Context: an optimization exercise on an open-source flow, tuned for small area and a short achievable clock period. The choices shown serve that exercise and are no tape-out recipe. Only simulation tests tie the RTL to the original design; equivalence was not proved. Power is estimated from default activity; no workload was simulated.

### flow/design.v
package matrix_mul_pkg;
  localparam int N  = 4;
  localparam int DW = 4;
  localparam int OW = 16;
  typedef logic [DW-1:0] elem_t;
  typedef logic [OW-1:0] res_t;
  function automatic integer idx(input integer i, input integer j);
    idx = i * N + j;
  endfunction
endpackage
module matrix_mul_dot
#(
  parameter int N  = matrix_mul_pkg::N,
  parameter int DW = matrix_mul_pkg::DW,
  parameter int OW = matrix_mul_pkg::OW
) (
  input  logic [N*DW-1:0] row_i,
  input  logic [N*DW-1:0] col_i,
  output logic [OW-1:0]   dot_o
);
  always_comb begin
    dot_o = '0;
    for (int k = 0; k < N; k++)
      dot_o = dot_o + OW'({{DW{1'b0}}, row_i[k*DW +: DW]} * {{DW{1'b0}}, col_i[k*DW +: DW]});
  end
endmodule
module matrix_mul
#(
  parameter int N  = matrix_mul_pkg::N,
  parameter int DW = matrix_mul_pkg::DW,
  parameter int OW = matrix_mul_pkg::OW
) (
  input  logic              clk,
  input  logic              rst_n,
  input  logic              in_valid,
  input  logic [N*N*DW-1:0] a_i,
  input  logic [N*N*DW-1:0] b_i,
  output logic              out_valid,
  output logic [N*N*OW-1:0] y_o
);
  localparam int MW = N * N * DW;
  localparam int YW = N * N * OW;
  logic          v1_q, v2_q;
  logic [MW-1:0] a_q, b_q;
  logic [YW-1:0] y_d, y2_q;
  always_ff @(posedge clk or negedge rst_n) begin
    if (!rst_n) begin
      v1_q <= 1'b0;
      v2_q <= 1'b0;
      a_q  <= '0;
      b_q  <= '0;
      y2_q <= '0;
    end else begin
      v1_q <= in_valid;
      v2_q <= v1_q;
      if (in_valid) begin
        a_q <= a_i;
        b_q <= b_i;
      end
      if (v1_q) y2_q <= y_d;
    end
  end
  for (genvar i = 0; i < N; i++) begin : g_row
    for (genvar j = 0; j < N; j++) begin : g_col
      logic [N*DW-1:0] col;
      for (genvar k = 0; k < N; k++) begin : g_k
        assign col[k*DW +: DW] = b_q[(k*N+j)*DW +: DW];
      end
      matrix_mul_dot #(.N(N), .DW(DW), .OW(OW)) u_dot (
        .row_i(a_q[i*N*DW +: N*DW]),
        .col_i(col),
        .dot_o(y_d[(i*N+j)*OW +: OW])
      );
    end
  end
  assign out_valid = v2_q;
  assign y_o       = y2_q;
endmodule
### flow/run.sh
#!/bin/bash
# synth_recipe.tcl (not shown) runs the flow's synth.tcl, then flattens the netlist and writes it again
# the make line also repeats each setting of config.mk as NAME=value (left out here)
make -C /OpenROAD-flow-scripts/flow DESIGN_CONFIG=/design/flow/config.mk WORK_HOME=/design/flow/orfs CLKGATE_MAP_FILE= SYNTH_SCRIPT=/design/flow/synth_recipe.tcl finish
### flow/config.mk
export PLATFORM = sky130hd
export DESIGN_NAME = matrix_mul
export DESIGN_NICKNAME = matrix_mul
export VERILOG_FILES = /design/flow/design.v
export SDC_FILE = /design/flow/constraint.sdc
export NUM_CORES = 4
export LEC_CHECK = 0
export CAP_MARGIN = 20
export CORE_MARGIN = 2
export CORE_UTILIZATION = 40
export SLEW_MARGIN = 20
### flow/constraint.sdc
create_clock -name core_clock -period 5.5 [get_ports {clk}]
set_input_delay 1.1000 -clock core_clock [delete_from_list [all_inputs] [get_ports {clk}]]
set_output_delay 1.1000 -clock core_clock [all_outputs]
set_load 0.01 [all_outputs]
==> reports/metrics.json <==
{
  "max_clock_freq": {"value": 190, "unit": "MHz"},
  "report.final.setup_viol": {"value": 0},
  "worst_setup_path_start_kind": {"value": "register"},
  "drt-total-wl": {"value": 164, "unit": "mm"},
  "cellPowerDensity": {"value": 701, "unit": "nW/um2"},
  "drt_drc_violations_left": {"value": 0},
  "synth_area": {"value": 51200, "unit": "um2"},
  "final_design_area_no_fill": {"value": 58400, "unit": "um2"},
  "max_cap_violations": {"value": 0},
  "grt_overflow": {"value": 0},
  "crit_buf_inv": {"value": 3},
  "die_x": {"value": 362, "unit": "um"},
  "finish.utilization": {"value": 45.8, "unit": "%"},
  "critical_path.reg2reg.startpoint": {"value": "b_q[18]"},
  "clkSlewWorstSetupHoldPaths": {"value": 0.06, "unit": "ns"},
  "timing_worst_slew_pin_value": {"value": 0.950, "unit": "ns"},
  "grt_max_degree": {"value": 164},
  "final_hold_viol_count": {"value": 0},
  "stdcell_count": {"value": 7703},
  "wl_per_cell": {"value": 21.3, "unit": "um"},
  "place_area": {"value": 56900, "unit": "um2"},
  "cts.sinks": {"value": 290},
  "grt_pass1_wl": {"value": 247, "unit": "mm"},
  "design.final.nets": {"value": 7563},
  "min-delay-path-class": {"value": "primary input to async pin"},
  "peakVddDrop": {"value": 0.499, "unit": "mV"},
  "crit_fanout": {"value": 7},
  "cts_hold_buffers": {"value": 0},
  "antenna_violating_nets_post_route": {"value": 0},
  "setup.worst_path.start": {"value": "b_q[18]"},
  "yosys_register_bits": {"value": 290},
  "cts_root_buf": {"value": "clkbuf_16"},
  "first_global_vias": {"value": 39363},
  "fin_crit_sh": {"value": 95.5, "unit": "%"},
  "worstPathCellList": {"value": "buf_4 -> nand2_1 -> fa_1 -> inv_1 -> fa_1 -> ha_1 -> a21oi_1 -> o211ai_1 -> a21oi_1 -> xor2_1 -> fa_1 -> fa_1 -> inv_1 -> ha_1 -> nand3_1 -> o32ai_1 -> nand3b_1 -> o211ai_1"},
  "timing.final.ws_setup": {"value": 0.246, "unit": "ns"},
  "ys.warnings.count": {"value": 2},
  "post_synth_edffs": {"value": 0},
  "numCtsBuffers": {"value": 41},
  "synth_flop_cell": {"value": "dfrtp_1"},
  "place_congestion": {"value": 0.931},
  "mostFrequentLayoutCell": {"value": "ha_1"},
  "cp.arrival": {"value": 5.79, "unit": "ns"},
  "cp_slowest_cell": {"value": "fa_1"},
  "endpoint_kind": {"value": "register"},
  "core": {"value": 127000, "unit": "um2"},
  "cp_top_family": {"value": "adder cells"},
  "tritoncts": {"value": "yes"},
  "post-place-cells": {"value": 7618},
  "worst_slew_margin_rel": {"value": 36.7, "unit": "%"},
  "firstDrtPassIters": {"value": 6},
  "final_layout_size_suffix_gt1_share": {"value": 9.06, "unit": "%"},
  "finalWorstPathRequiredPeriod": {"value": 5.25, "unit": "ns"},
  "critical-path-top-cell-by-count": {"value": "fa_1"},
  "timing.clock.skew": {"value": 0.0367, "unit": "ns"},
  "synth_cell_types": {"value": 40},
  "critical_path_class": {"value": "register to register"},
  "areaGrowthSynthToFinish": {"value": 14.0, "unit": "%"},
  "layout.cells.most_common_list": {"value": "ha_1, inv_1, and2_1"},
  "critPathMaxStageDelay": {"value": 0.56, "unit": "ns"},
  "maxSlewViolCount": {"value": 0},
  "outcome": {"value": "complete, no violations"},
  "number_of_vias_after_detailed_routing": {"value": 39676},
  "power.total": {"value": 40.9, "unit": "mW"},
  "max_root_sink_buffers": {"value": 3},
  "fp.dieH": {"value": 362, "unit": "um"},
  "synth_async_sr_flop_share": {"value": 100, "unit": "%"},
  "syn-instance-count": {"value": 5642},
  "timing.critical_path.required": {"value": 6.03, "unit": "ns"},
  "antenna_violations_before_repair": {"value": 18},
  "synth-seq-area-share": {"value": 14.2, "unit": "%"},
  "cts.htree.levels": {"value": 2},
  "die_area": {"value": 131000, "unit": "um2"},
  "dr.first_iter.drc_count": {"value": 2835},
  "floorplan.initialDensity": {"value": 40.2, "unit": "%"},
  "estimated_wirelength_of_the_detail_placed_design": {"value": 138, "unit": "mm"},
  "leakage": {"value": 29.8, "unit": "nW"},
  "numPortBuffers": {"value": 291},
  "pre_cts_slack": {"value": -0.0763, "unit": "ns"},
  "placementRows": {"value": 131},
  "drt-vias-per-instance": {"value": 5.15},
  "track_usage": {"value": 25.1, "unit": "%"},
  "insertion_delay_to_the_later_sink_of_the_worst_skew_pair": {"value": 0.64, "unit": "ns"},
  "avgSynthCellArea": {"value": 9.08, "unit": "um2"},
  "ioPinCount": {"value": 388}
}
## layout make-up
type	instances	area, um2
repair buffers	516	4740
clock buffers	54	1140
inverters	812	3050
multi-input cells	4347	39800
well taps	1662	2080
diodes	3	7.51
flip-flops and latches	290	7330
fillers	12199	69000
clock inverters	19	204
## sequential cells by signal, summed over array words and instances, names as in the netlist
register  flops
y2_q        160
v2_q          1
v1_q          1
a_q          64
b_q          64
## worst register-to-register path: cells and delay by family, from the launching register on
family,cells,cell delay [ns]
compound gates,5,0.93
xor+xnor,1,0.25
fa+ha+maj,6,2.85
buf+inv,3,0.37
flops,1,0.45
simple gates,3,0.32
## where the power goes
part / switching (mW) / internal (mW)
logic: 19.0 / 15.2
registers: 0.875 / 3.02
clock network: 1.21 / 1.61
## logic make-up after synthesis
logic type	count (synthesis)	synth area share (%)
XOR/XNOR	288	4.92
buffers and inverters	1100	8.87
flip-flops	290	14.2
AO/OA/AOI/OAI	698	8.18
multiplexers	233	5.03
adder cells (fa/ha/maj)	1424	42.3
AND/OR/NAND/NOR	1608	16.5
other	1	0.00732
## through the flow
step                      setup TNS (ns)  hold slack, ns
after floorplan                        0           0.349
after global placement           -0.0151           0.493
after detailed placement          -0.240           0.496
after CTS                              0           0.495
after global routing             -0.0174           0.497
final                                  0           0.417
## repair_timing
action | in CTS | in global routing
gates resized for setup | 2 | 55
setup endpoints to repair | 5 | 48
endpoints found under the hold margin | 0 | 0
cloned | 0 | 0
buffers inserted | 0 | 9
## worst paths after layout
path / end / cells past startpoint / slack (ns)
max: y2_q[136] / 18 / 0.25
min: y2_q[200] / 1 / 0.42
max reg2reg: y2_q[136] / 18 / 0.25
min reg2reg: y2_q[213] / 1 / 0.50
max in group asynchronous: b_q[17] / 2 / 3.78
min in group core_clock: y2_q[213] / 1 / 0.50
## synthesized netlist by cell type, types with 2 or more instances
master,count,share of area (%)
or4_1,3,0.044
nor3b_1,17,0.25
nand4b_1,16,0.27
buf_4,98,1.4
or3_1,10,0.12
xor2_1,166,2.8
and2_1,712,8.7
nand2_1,523,3.8
ha_1,912,22
a21oi_1,268,2.6
o21ai_0,162,1.6
mux2_2,196,4.3
nand3b_1,28,0.41
o211ai_1,79,1.2
nand3_1,29,0.28
nor2b_1,116,1.4
buf_2,36,0.35
o31ai_1,16,0.23
nor2_1,146,1.1
nor3_1,2,0.020
a211oi_1,32,0.47
a21o_1,58,0.85
inv_1,812,5.9
dfrtp_1,290,14
xnor2_1,122,2.1
fa_1,512,20
nor2b_4,3,0.081
o31a_1,16,0.27
mux2i_1,37,0.72
o32ai_1,16,0.27
o22ai_1,17,0.21
o21a_1,26,0.38
o2111ai_1,6,0.10
or3b_1,2,0.034
clkbuf_1,153,1.1
## routing by layer
layer / global-route usage [%] / wire length [um]
met1: 37.8 / 81600
met2: 37.1 / 68200
met3: 4.64 / 11100
met4: 5.00 / 3430
met5: 0 / 92

-- re-timing with driven ports --
How much do the figures lean on ideal ports? The routed layout below was timed once more, with nothing changed but the port constraints.
Step 1: set_driving_cell puts a clkbuf_16 on clk and a buf_2 on each other input, an assumption about the parent block.
Step 2 times the ports against the registers' clock, not the clock port: input delays grow and output delays shrink by t, the midpoint of the rising clock arrivals with the driver on.
Slacks: ideal / step 1 / step 2; pairs: ideal / step 1.
t, ns: 0.702
slack for setup (ns): 0.246 / 0.246 / 0.246
hold slack, ns: 0.417 / 0.386 / 0.504
worst setup path at the end: register to register
pins driven straight from the clock port: 1
After both steps this run still meets setup and hold. The setup slack of this run moves by 0.000 ns with the drivers and by 0.000 ns with both steps.
